Source: an optimization exercise on an open RTL-to-GDS flow (aim: small area, a short achievable clock period and few clock cycles per item). Production flows keep margins and buffers that such runs may drop. Where RTL was checked, it was by simulation tests only, not by an equivalence proof against the original. Power is estimated from default activity; no workload was simulated.

==> flow/design.v <==
package ahbl_pkg;
  localparam logic [1:0] HTRANS_IDLE   = 2'b00;
  localparam logic [1:0] HTRANS_BUSY   = 2'b01;
  localparam logic [1:0] HTRANS_NONSEQ = 2'b10;
  localparam logic [1:0] HTRANS_SEQ    = 2'b11;
  typedef enum logic [1:0] {
    StIdle = 2'd0,
    StFill = 2'd1,
    StResp = 2'd2
  } cache_state_e;
  function automatic logic htrans_active(input logic [1:0] htrans);
    case (htrans)
      HTRANS_NONSEQ, HTRANS_SEQ: htrans_active = 1'b1;
      HTRANS_IDLE, HTRANS_BUSY:  htrans_active = 1'b0;
      default:                   htrans_active = 1'b0;
    endcase
  endfunction
endpackage
module xip_line_cache_store #(
  parameter int unsigned NUM_LINES  = 16,
  parameter int unsigned LINE_WORDS = 4
) (
  input  logic                          clk_i,
  input  logic                          we_i,
  input  logic [NUM_LINES-1:0]          widx_i,    
  input  logic [LINE_WORDS-1:0]         wword_i,   
  input  logic [31:0]                   wdata_i,
  input  logic [$clog2(NUM_LINES)-1:0]  ridx_i,
  input  logic [$clog2(LINE_WORDS)-1:0] rword_i,
  output logic [31:0]                   rdata_o
);
  localparam int unsigned N = NUM_LINES * LINE_WORDS;
  logic [31:0] data_q [N];
  logic [N-1:0] rsel;
  for (genvar l = 0; l < NUM_LINES; l++) begin : g_line
    for (genvar w = 0; w < LINE_WORDS; w++) begin : g_word
      always_ff @(posedge clk_i) begin
        if (we_i & widx_i[l] & wword_i[w]) begin
          data_q[l * LINE_WORDS + w] <= wdata_i;
        end
      end
    end
  end
  assign rsel = N'(1) << {ridx_i, rword_i};
  always_comb begin
    rdata_o = '0;
    for (int k = 0; k < N; k++) begin
      rdata_o = rdata_o | (data_q[k] & {32{rsel[k]}});
    end
  end
endmodule
module xip_line_cache_ahbl #(
  parameter int unsigned NUM_LINES  = 16,
  parameter int unsigned LINE_WORDS = 4,
  parameter int unsigned ADDR_W     = 24
) (
  input  logic        HCLK,
  input  logic        HRESETn,
  input  logic        HSEL,
  input  logic [31:0] HADDR,
  input  logic [1:0]  HTRANS,
  input  logic        HWRITE,
  input  logic        HREADY,
  output logic        HREADYOUT,
  output logic [31:0] HRDATA,
  output logic        HRESP,
  output logic        M_HSEL,
  output logic [31:0] M_HADDR,
  output logic [1:0]  M_HTRANS,
  input  logic        M_HREADY,
  input  logic [31:0] M_HRDATA,
  input  logic        flush
);
  localparam int unsigned OFF_W  = $clog2(LINE_WORDS);
  localparam int unsigned IDX_W  = $clog2(NUM_LINES);
  localparam int unsigned TAG_W  = ADDR_W - OFF_W - IDX_W - 2;
  localparam int unsigned LINE_W = TAG_W + IDX_W;
  logic              accept, rd_raw, rd;
  logic [OFF_W-1:0]  a_word;
  logic [IDX_W-1:0]  a_idx;
  logic [TAG_W-1:0]  a_tag;
  logic [LINE_W-1:0] a_line;
  logic              unused_addr;
  assign unused_addr = ^{HADDR[31:ADDR_W], HADDR[1:0]};
  assign accept = HSEL & ahbl_pkg::htrans_active(HTRANS) & HREADY;
  assign rd_raw = HSEL & ahbl_pkg::htrans_active(HTRANS) & ~HWRITE;
  assign rd     = rd_raw & HREADY;
  assign a_word = HADDR[OFF_W+1:2];
  assign a_idx  = HADDR[OFF_W+IDX_W+1:OFF_W+2];
  assign a_tag  = HADDR[ADDR_W-1:OFF_W+IDX_W+2];
  assign a_line = HADDR[ADDR_W-1:OFF_W+2];
  logic [TAG_W-1:0]     tag_q [NUM_LINES];
  logic [NUM_LINES-1:0] valid_q;
  logic                  gen_q;
  logic [IDX_W-1:0]      cur_idx_q;
  logic [LINE_WORDS-1:0] arrived_q;
  logic                  m_act_q;
  logic [LINE_W-1:0]     m_line_q;
  logic [OFF_W-1:0]      m_word_q;
  logic                  m_gen_q;
  logic                  pend_q;      
  logic                  early_q;     
  logic                  dp_act_q;
  logic [OFF_W-1:0]      dp_word_q;
  logic [NUM_LINES-1:0]  dp_idx_oh_q;    
  logic [LINE_WORDS-1:0] dp_word_oh_q;
  logic                  dp_gen_q;
  logic                  wait_q;      
  logic [OFF_W-1:0]      wword_q;     
  logic [LINE_W-1:0]     line_q;      
  logic [31:0]           rdata_q;
  logic        tag_hit, arriving, bypass, word_ok, miss, m_free, fwd, early;
  logic [31:0] st_rdata;
  logic [NUM_LINES-1:0] line_match;
  for (genvar i = 0; i < NUM_LINES; i++) begin : g_match
    assign line_match[i] = valid_q[i] & (tag_q[i] == a_tag) & (a_idx == IDX_W'(i));
  end
  assign tag_hit  = (|line_match) & ~flush;
  assign arriving = M_HREADY & dp_act_q & (dp_gen_q == gen_q);
  assign bypass   = arriving & (cur_idx_q == a_idx) & (dp_word_q == a_word);
  assign word_ok  = (cur_idx_q != a_idx) | arrived_q[a_word] | bypass;
  assign miss     = rd & ~tag_hit;
  assign m_free   = ~m_act_q | (M_HREADY & (m_word_q == OFF_W'(LINE_WORDS - 1)));
  assign early    = fwd & rd_raw & ~tag_hit & m_free & ~pend_q;
  xip_line_cache_store #(
    .NUM_LINES  (NUM_LINES),
    .LINE_WORDS (LINE_WORDS)
  ) u_store (
    .clk_i   (HCLK),
    .we_i    (M_HREADY),
    .widx_i  (dp_idx_oh_q),
    .wword_i (dp_word_oh_q),
    .wdata_i (M_HRDATA),
    .ridx_i  (a_idx),
    .rword_i (a_word),
    .rdata_o (st_rdata)
  );
  always_ff @(posedge HCLK) begin
    if (rd) begin
      tag_q[a_idx] <= a_tag;
    end
  end
  always_ff @(posedge HCLK or negedge HRESETn) begin
    if (!HRESETn) begin
      valid_q <= '0;
    end else begin
      if (flush) begin
        valid_q <= '0;
      end
      if (rd) begin
        valid_q[a_idx] <= 1'b1;
      end
    end
  end
  assign fwd = wait_q & arriving & (dp_word_q == wword_q);
  always_ff @(posedge HCLK) begin
    rdata_q <= (wait_q | bypass) ? M_HRDATA : st_rdata;
    if (HREADY) begin
      line_q <= a_line;
    end
  end
  always_ff @(posedge HCLK or negedge HRESETn) begin
    if (!HRESETn) begin
      wait_q  <= 1'b0;
      wword_q <= '0;
    end else if (HREADY) begin
      wait_q  <= rd & ~(tag_hit & word_ok);
      wword_q <= a_word;
    end else if (fwd) begin
      wait_q  <= 1'b0;
    end
  end
  assign HREADYOUT = ~wait_q;
  assign HRDATA    = rdata_q;
  assign HRESP     = 1'b0;
  always_ff @(posedge HCLK or negedge HRESETn) begin
    if (!HRESETn) begin
      gen_q     <= 1'b0;
      cur_idx_q <= '0;
      arrived_q <= '1;
    end else if (miss) begin
      gen_q     <= ~gen_q;
      cur_idx_q <= a_idx;
      arrived_q <= '0;
    end else if (arriving) begin
      arrived_q[dp_word_q] <= 1'b1;
    end
  end
  always_ff @(posedge HCLK or negedge HRESETn) begin
    if (!HRESETn) begin
      m_act_q  <= 1'b0;
      m_word_q <= '0;
      m_gen_q  <= 1'b0;
      pend_q   <= 1'b0;
      early_q  <= 1'b0;
    end else begin
      early_q <= early;
      if (m_free) begin
        m_act_q  <= miss | pend_q | early;
        m_word_q <= '0;
        m_gen_q  <= pend_q ? gen_q : ~gen_q;
        pend_q   <= 1'b0;
      end else begin
        if (M_HREADY) begin
          m_word_q <= m_word_q + OFF_W'(1);
        end
        if (miss & ~early_q) begin
          pend_q <= 1'b1;
        end
      end
    end
  end
  always_ff @(posedge HCLK) begin
    if (m_free) begin
      m_line_q <= pend_q ? line_q : a_line;
    end
  end
  always_ff @(posedge HCLK or negedge HRESETn) begin
    if (!HRESETn) begin
      dp_act_q  <= 1'b0;
      dp_word_q <= '0;
      dp_gen_q  <= 1'b0;
      dp_idx_oh_q  <= '0;
      dp_word_oh_q <= '0;
    end else if (M_HREADY) begin
      dp_act_q  <= m_act_q;
      dp_word_q <= m_word_q;
      dp_gen_q  <= m_gen_q;
      dp_idx_oh_q  <= m_act_q ? NUM_LINES'(1) << m_line_q[IDX_W-1:0] : '0;
      dp_word_oh_q <= LINE_WORDS'(1) << m_word_q;
    end
  end
  assign M_HSEL   = m_act_q;
  assign M_HTRANS = m_act_q ? ahbl_pkg::HTRANS_NONSEQ : ahbl_pkg::HTRANS_IDLE;
  assign M_HADDR  = {{(32 - ADDR_W){1'b0}}, m_line_q, m_word_q, 2'b00};
endmodule
==> flow/config.mk <==
export PLATFORM = sky130hd
export DESIGN_NAME = xip_line_cache_ahbl
export DESIGN_NICKNAME = xip_line_cache_ahbl
export VERILOG_FILES = /design/flow/design.v
export SDC_FILE = /design/flow/constraint.sdc
export NUM_CORES = 4
export LEC_CHECK = 0
export ABC_CLOCK_PERIOD_IN_PS = 2500
export CAP_MARGIN = 20
export CORE_MARGIN = 2
export CORE_UTILIZATION = 40
export CTS_CLUSTER_DIAMETER = 80
export CTS_CLUSTER_SIZE = 30
export SETUP_SLACK_MARGIN = 3.0
export SLEW_MARGIN = 20
==> flow/constraint.sdc <==
create_clock -name core_clock -period 5.5 [get_ports {HCLK}]
set_input_delay 1.1000 -clock core_clock [delete_from_list [all_inputs] [get_ports {HCLK}]]
set_output_delay 1.1000 -clock core_clock [all_outputs]
set_load 0.01 [all_outputs]
run.sh (not shown) runs the stock make flow with config.mk's settings and CLKGATE_MAP_FILE= SYNTH_SCRIPT=/design/flow/synth_recipe.tcl, a recipe that flattens the netlist after the stock synthesis.
The starting point finished clean.
Edit:
--- a/flow/design.v
+++ b/flow/design.v
@@ -126,9 +126,9 @@
     .NUM_LINES  (NUM_LINES),
     .LINE_WORDS (LINE_WORDS)
   ) u_store (
     .clk_i   (HCLK),
-    .we_i    (M_HREADY),
+    .we_i    (1'b1),
     .widx_i  (dp_idx_oh_q),
     .wword_i (dp_word_oh_q),
     .wdata_i (M_HRDATA),
     .ridx_i  (a_idx),
Clock-buffer cell count climbs by 3.
Core utilization decreases by 1.1 points.
Cell area drops by 1.9%.
Setup slack is better by 0.0074 ns.
Hold slack improves by 0.019 ns.
First-iteration DRC count went down by about 14%.
Global-route usage fell by 0.84 points.
Critical path depth is higher by 3.
Clock power hardly moves.
Cell count went up by 1.3%.
Synthesized cell count is higher by about 4.5%.
Die area is higher by 0.47%.
Fmax stays flat.
Clock skew went up by 0.0079 ns.
Testbench counts after the change, summed over its fixed seeds: cycles 42,421, reads 24,000.
Function not checked in the first run of this note: the RTL went through the layout flow alone.

## static timing again, ports no longer ideal
The results above use ideal ports. As a check the final layouts listed here were re-extracted and re-timed, cells and wires unchanged. Step 1, drivers: a clkbuf_16 drives HCLK and a buf_2 each remaining input, both assumed. Step 2 also shifts input and output timing later by t, the mid clock arrival at the registers, as if the neighbouring blocks saw the same clock. a / b / c = ideal ports / drivers / drivers and shift; a / b = the first two.
| run | t (ns) | setup slack, ns | worst register clock-pin slew, ns |
|---|---|---|---|
| the first run | 0.925 | 2.670 / 2.643 / 1.718 | 0.12 / 0.12 |
| the second run | 0.926 | 2.678 / 2.700 / 1.773 | 0.12 / 0.12 |
After both steps setup and hold are still met in every run listed. For the first run, which loses most, drivers alone change the setup slack by -0.027 ns; drivers and shift together by -0.952 ns.
